Context: an optimization exercise on an open-source flow, tuned for a short achievable clock period and few clock cycles per item. The choices shown serve that exercise and are no tape-out recipe. RTL that was checked went through simulation tests only; none was proved equivalent to the original. Power and IR drop assume default switching activity.

==> 04-12 <==
// bsr_scheduler
module bsr_scheduler
#(
    parameter int BLOCK_DIM = 8   
) (
    input  wire logic        clk_gated,
    input  wire logic        rst_n,
    input  wire logic        start,
    input  wire logic [15:0] cfg_num_block_rows,
    output logic             meta_rd_en,
    output bsr_format_pkg::meta_req_t meta_req,
    input  wire logic [31:0] meta_rd_data,
    input  wire logic        meta_rd_valid,
    output logic             block_rd_en,
    output logic [31:0]      block_rd_addr,
    input  wire logic [7:0]  block_rd_data,
    output logic             systolic_valid,
    output logic [8*BLOCK_DIM*BLOCK_DIM-1:0] systolic_block,
    output bsr_sched_pkg::block_pos_t systolic_pos,
    input  wire logic        systolic_ready,
    input  wire logic        systolic_done,
    output logic             busy,
    output logic             done,
    output logic [31:0]      blocks_processed
);
clock: 4.0 ns
lec_check: 0
cap_margin: 20
core_margin: 2
core_utilization: 40
place_density: 0.6
setup_slack_margin: 2.2
slew_margin: 20
run.sh (not shown) runs the stock make flow with config.mk's settings and CLKGATE_MAP_FILE= SYNTH_SCRIPT=/design/flow/synth_recipe.tcl, a recipe that flattens the netlist after the stock synthesis.
==> 01-28: changes against 04-12 <==
--- a/flow/design.v
+++ b/flow/design.v
@@ -58,16 +58,17 @@
     input  wire logic        systolic_ready,
     input  wire logic        systolic_done,
     output logic             busy,
     output logic             done,
     output logic [31:0]      blocks_processed
 );
     localparam int NBYTES = BLOCK_DIM * BLOCK_DIM;
     localparam int CNT_W  = $clog2(NBYTES);
+    localparam int BBITS  = 8 * NBYTES;
     localparam logic [CNT_W-1:0] KLAST = CNT_W'(NBYTES - 1);
     localparam int MS_RP0  = 0;   
     localparam int MS_RP   = 1;   
     localparam int MS_CHKA = 2;   
     localparam int MS_CHK  = 3;   
     localparam int MS_COL  = 4;   
     localparam int MS_NROW = 5;   
     localparam int MS_END  = 6;   
@@ -286,20 +287,18 @@
         end else if (drop) begin
             kr <= k1;
         end else if (block_rd_en) begin
             kr <= kr + 1'b1;
             if (kr == KLAST) begin
                 jr <= jr1;
             end
         end
-        for (int b = 0; b < NBYTES; b++) begin
-            if (v1 & acc & (k1 == CNT_W'(b))) begin
-                systolic_block[8*b +: 8] <= block_rd_data;   
-            end
+        if (v1 & acc) begin
+            systolic_block <= {block_rd_data, systolic_block[BBITS-1:8]};
         end
         if (pop) begin
             systolic_pos <= q0;
         end
     end
     always_ff @(posedge clk_gated or negedge rst_n) begin
         if (!rst_n) begin
             systolic_valid <= 1'b0;
==> flow/config.mk (replaced) <==
export PLATFORM = sky130hd
export DESIGN_NAME = bsr_scheduler
export DESIGN_NICKNAME = bsr_scheduler
export VERILOG_FILES = /design/flow/design.v
export SDC_FILE = /design/flow/constraint.sdc
export NUM_CORES = 4
export LEC_CHECK = 0
export CAP_MARGIN = 20
export CORE_MARGIN = 2
export CORE_UTILIZATION = 60
export PLACE_DENSITY = 0.75
export SETUP_SLACK_MARGIN = 2.2
export SLEW_MARGIN = 20
==> 10-03: changes against 04-12 <==
--- a/flow/design.v
+++ b/flow/design.v
@@ -58,16 +58,17 @@
     input  wire logic        systolic_ready,
     input  wire logic        systolic_done,
     output logic             busy,
     output logic             done,
     output logic [31:0]      blocks_processed
 );
     localparam int NBYTES = BLOCK_DIM * BLOCK_DIM;
     localparam int CNT_W  = $clog2(NBYTES);
+    localparam int BBITS  = 8 * NBYTES;
     localparam logic [CNT_W-1:0] KLAST = CNT_W'(NBYTES - 1);
     localparam int MS_RP0  = 0;   
     localparam int MS_RP   = 1;   
     localparam int MS_CHKA = 2;   
     localparam int MS_CHK  = 3;   
     localparam int MS_COL  = 4;   
     localparam int MS_NROW = 5;   
     localparam int MS_END  = 6;   
@@ -286,20 +287,18 @@
         end else if (drop) begin
             kr <= k1;
         end else if (block_rd_en) begin
             kr <= kr + 1'b1;
             if (kr == KLAST) begin
                 jr <= jr1;
             end
         end
-        for (int b = 0; b < NBYTES; b++) begin
-            if (v1 & acc & (k1 == CNT_W'(b))) begin
-                systolic_block[8*b +: 8] <= block_rd_data;   
-            end
+        if (v1 & acc) begin
+            systolic_block <= {block_rd_data, systolic_block[BBITS-1:8]};
         end
         if (pop) begin
             systolic_pos <= q0;
         end
     end
     always_ff @(posedge clk_gated or negedge rst_n) begin
         if (!rst_n) begin
             systolic_valid <= 1'b0;
==> flow/config.mk (replaced) <==
export PLATFORM = sky130hd
export DESIGN_NAME = bsr_scheduler
export DESIGN_NICKNAME = bsr_scheduler
export VERILOG_FILES = /design/flow/design.v
export SDC_FILE = /design/flow/constraint.sdc
export NUM_CORES = 4
export LEC_CHECK = 0
export CAP_MARGIN = 20
export CORE_MARGIN = 2
export CORE_UTILIZATION = 40
export CTS_CLUSTER_DIAMETER = 100
export CTS_CLUSTER_SIZE = 25
export PLACE_DENSITY = 0.6
export SETUP_SLACK_MARGIN = 2.2
export SLEW_MARGIN = 20
==> metrics.csv <==
stage;metric;value;unit
grt;total track usage;31.8;%
placement;post-place setup slack;1.07;ns
die;die area;47200;um^2
clock_tree;Reg clk slew, reported paths;0.07;ns
worst_setup_path;reg2reg setup slack;2.00;ns
worst_setup_path;worst setup path endpoint;systolic_block[66];
die;Initial Util;60.4;%
yosys;Synth top area share;78.3;%
cells_and_area;CLK BUF;108;
clock_tree;postcts setup bufs;290;
status;status;no timing/DRC/antenna violations;
placement;hpwl dp;49400;um
cells_and_area;Multi-In Gates;456;
clock_tree;H-tree depth reported by CTS;3;
(the above is from 01-28)
==> metrics.csv <==
stage;metric;value;unit
cells_and_area;Multi-In Gates;458;
yosys;Synth top area share;78.3;%
die;die area;70400;um^2
die;Initial Util;40.5;%
clock_tree;H-tree depth reported by CTS;2;
worst_setup_path;Crit Path Category;flop to primary output;
placement;hpwl dp;49100;um
status;status;no timing/DRC/antenna violations;
pwr;Clock Power;4.53;mW
grt;total track usage;19.3;%
clock_tree;TritonCTS clock tree;built;
worst_setup_path;reg2reg setup slack;2.22;ns
cells_and_area;CLK BUF;55;
placement;post-place setup slack;1.11;ns
worst_setup_path;worst setup path endpoint;systolic_block[445];
clock_tree;postcts setup bufs;246;
(the above is from 10-03)
==> metrics.csv <==
stage;metric;value;unit
placement;post-place setup slack;0.827;ns
sta;Tmin final;2.08;ns
pwr;Clock Power;7.47;mW
placement;hpwl dp;52100;um
cells_and_area;CLK BUF;112;
cells_and_area;Multi-In Gates;555;
clock_tree;postcts setup bufs;57;
status;status;no timing/DRC/antenna violations;
worst_setup_path;reg2reg setup slack;2.11;ns
grt;total track usage;21.4;%
die;die area;71200;um^2
die;Initial Util;40.4;%
yosys;Synth top area share;77.4;%
(the above is from 04-12)
Testbench counts of 01-28, summed over its fixed seeds: cycles 56,319, items 858.
Testbench counts of 10-03, summed over its fixed seeds: cycles 56,319, items 858.
No functional check of the RTL was part of 04-12.

==> what the ideal ports hide <==
The flow's constraints put no driver on any port. The routed layouts listed below were extracted and timed again, unchanged, in two steps. Step 1 (the two cells are an assumption about what drives the block):
set clk [get_ports {clk_gated}]
set_driving_cell -lib_cell sky130_fd_sc_hd__clkbuf_16 $clk
set_driving_cell -lib_cell sky130_fd_sc_hd__buf_2 [delete_from_list [all_inputs] $clk]
Step 2, shift: input delay + t, output delay - t, t = (earliest + latest rising clock arrival at the registers) / 2. This alone moves slack from input paths to output paths. a / b / c = no drivers / after step 1 / after step 2; a / b = the first two.
| run | t, ns | setup WS [ns] | worst hold slack (ns) | latest minus earliest clock arrival (ns) | cell pins on the clock port's net |
|---|---|---|---|---|---|
| 04-12 | 0.672 | 1.920 / 1.859 / 1.445 | 0.288 / 0.249 / 0.416 | 0.039 / 0.039 | 1 |
| 01-28 | 0.673 | 1.838 / 1.779 / 1.586 | 0.412 / 0.412 / 0.412 | 0.021 / 0.021 | 1 |
| 10-03 | 0.637 | 1.949 / 1.884 / 1.550 | 0.321 / 0.296 / 0.410 | 0.044 / 0.043 | 1 |
After both steps setup and hold are still met in every run listed. For 04-12, which loses most, drivers alone change the setup slack by -0.061 ns; drivers and shift together by -0.475 ns.
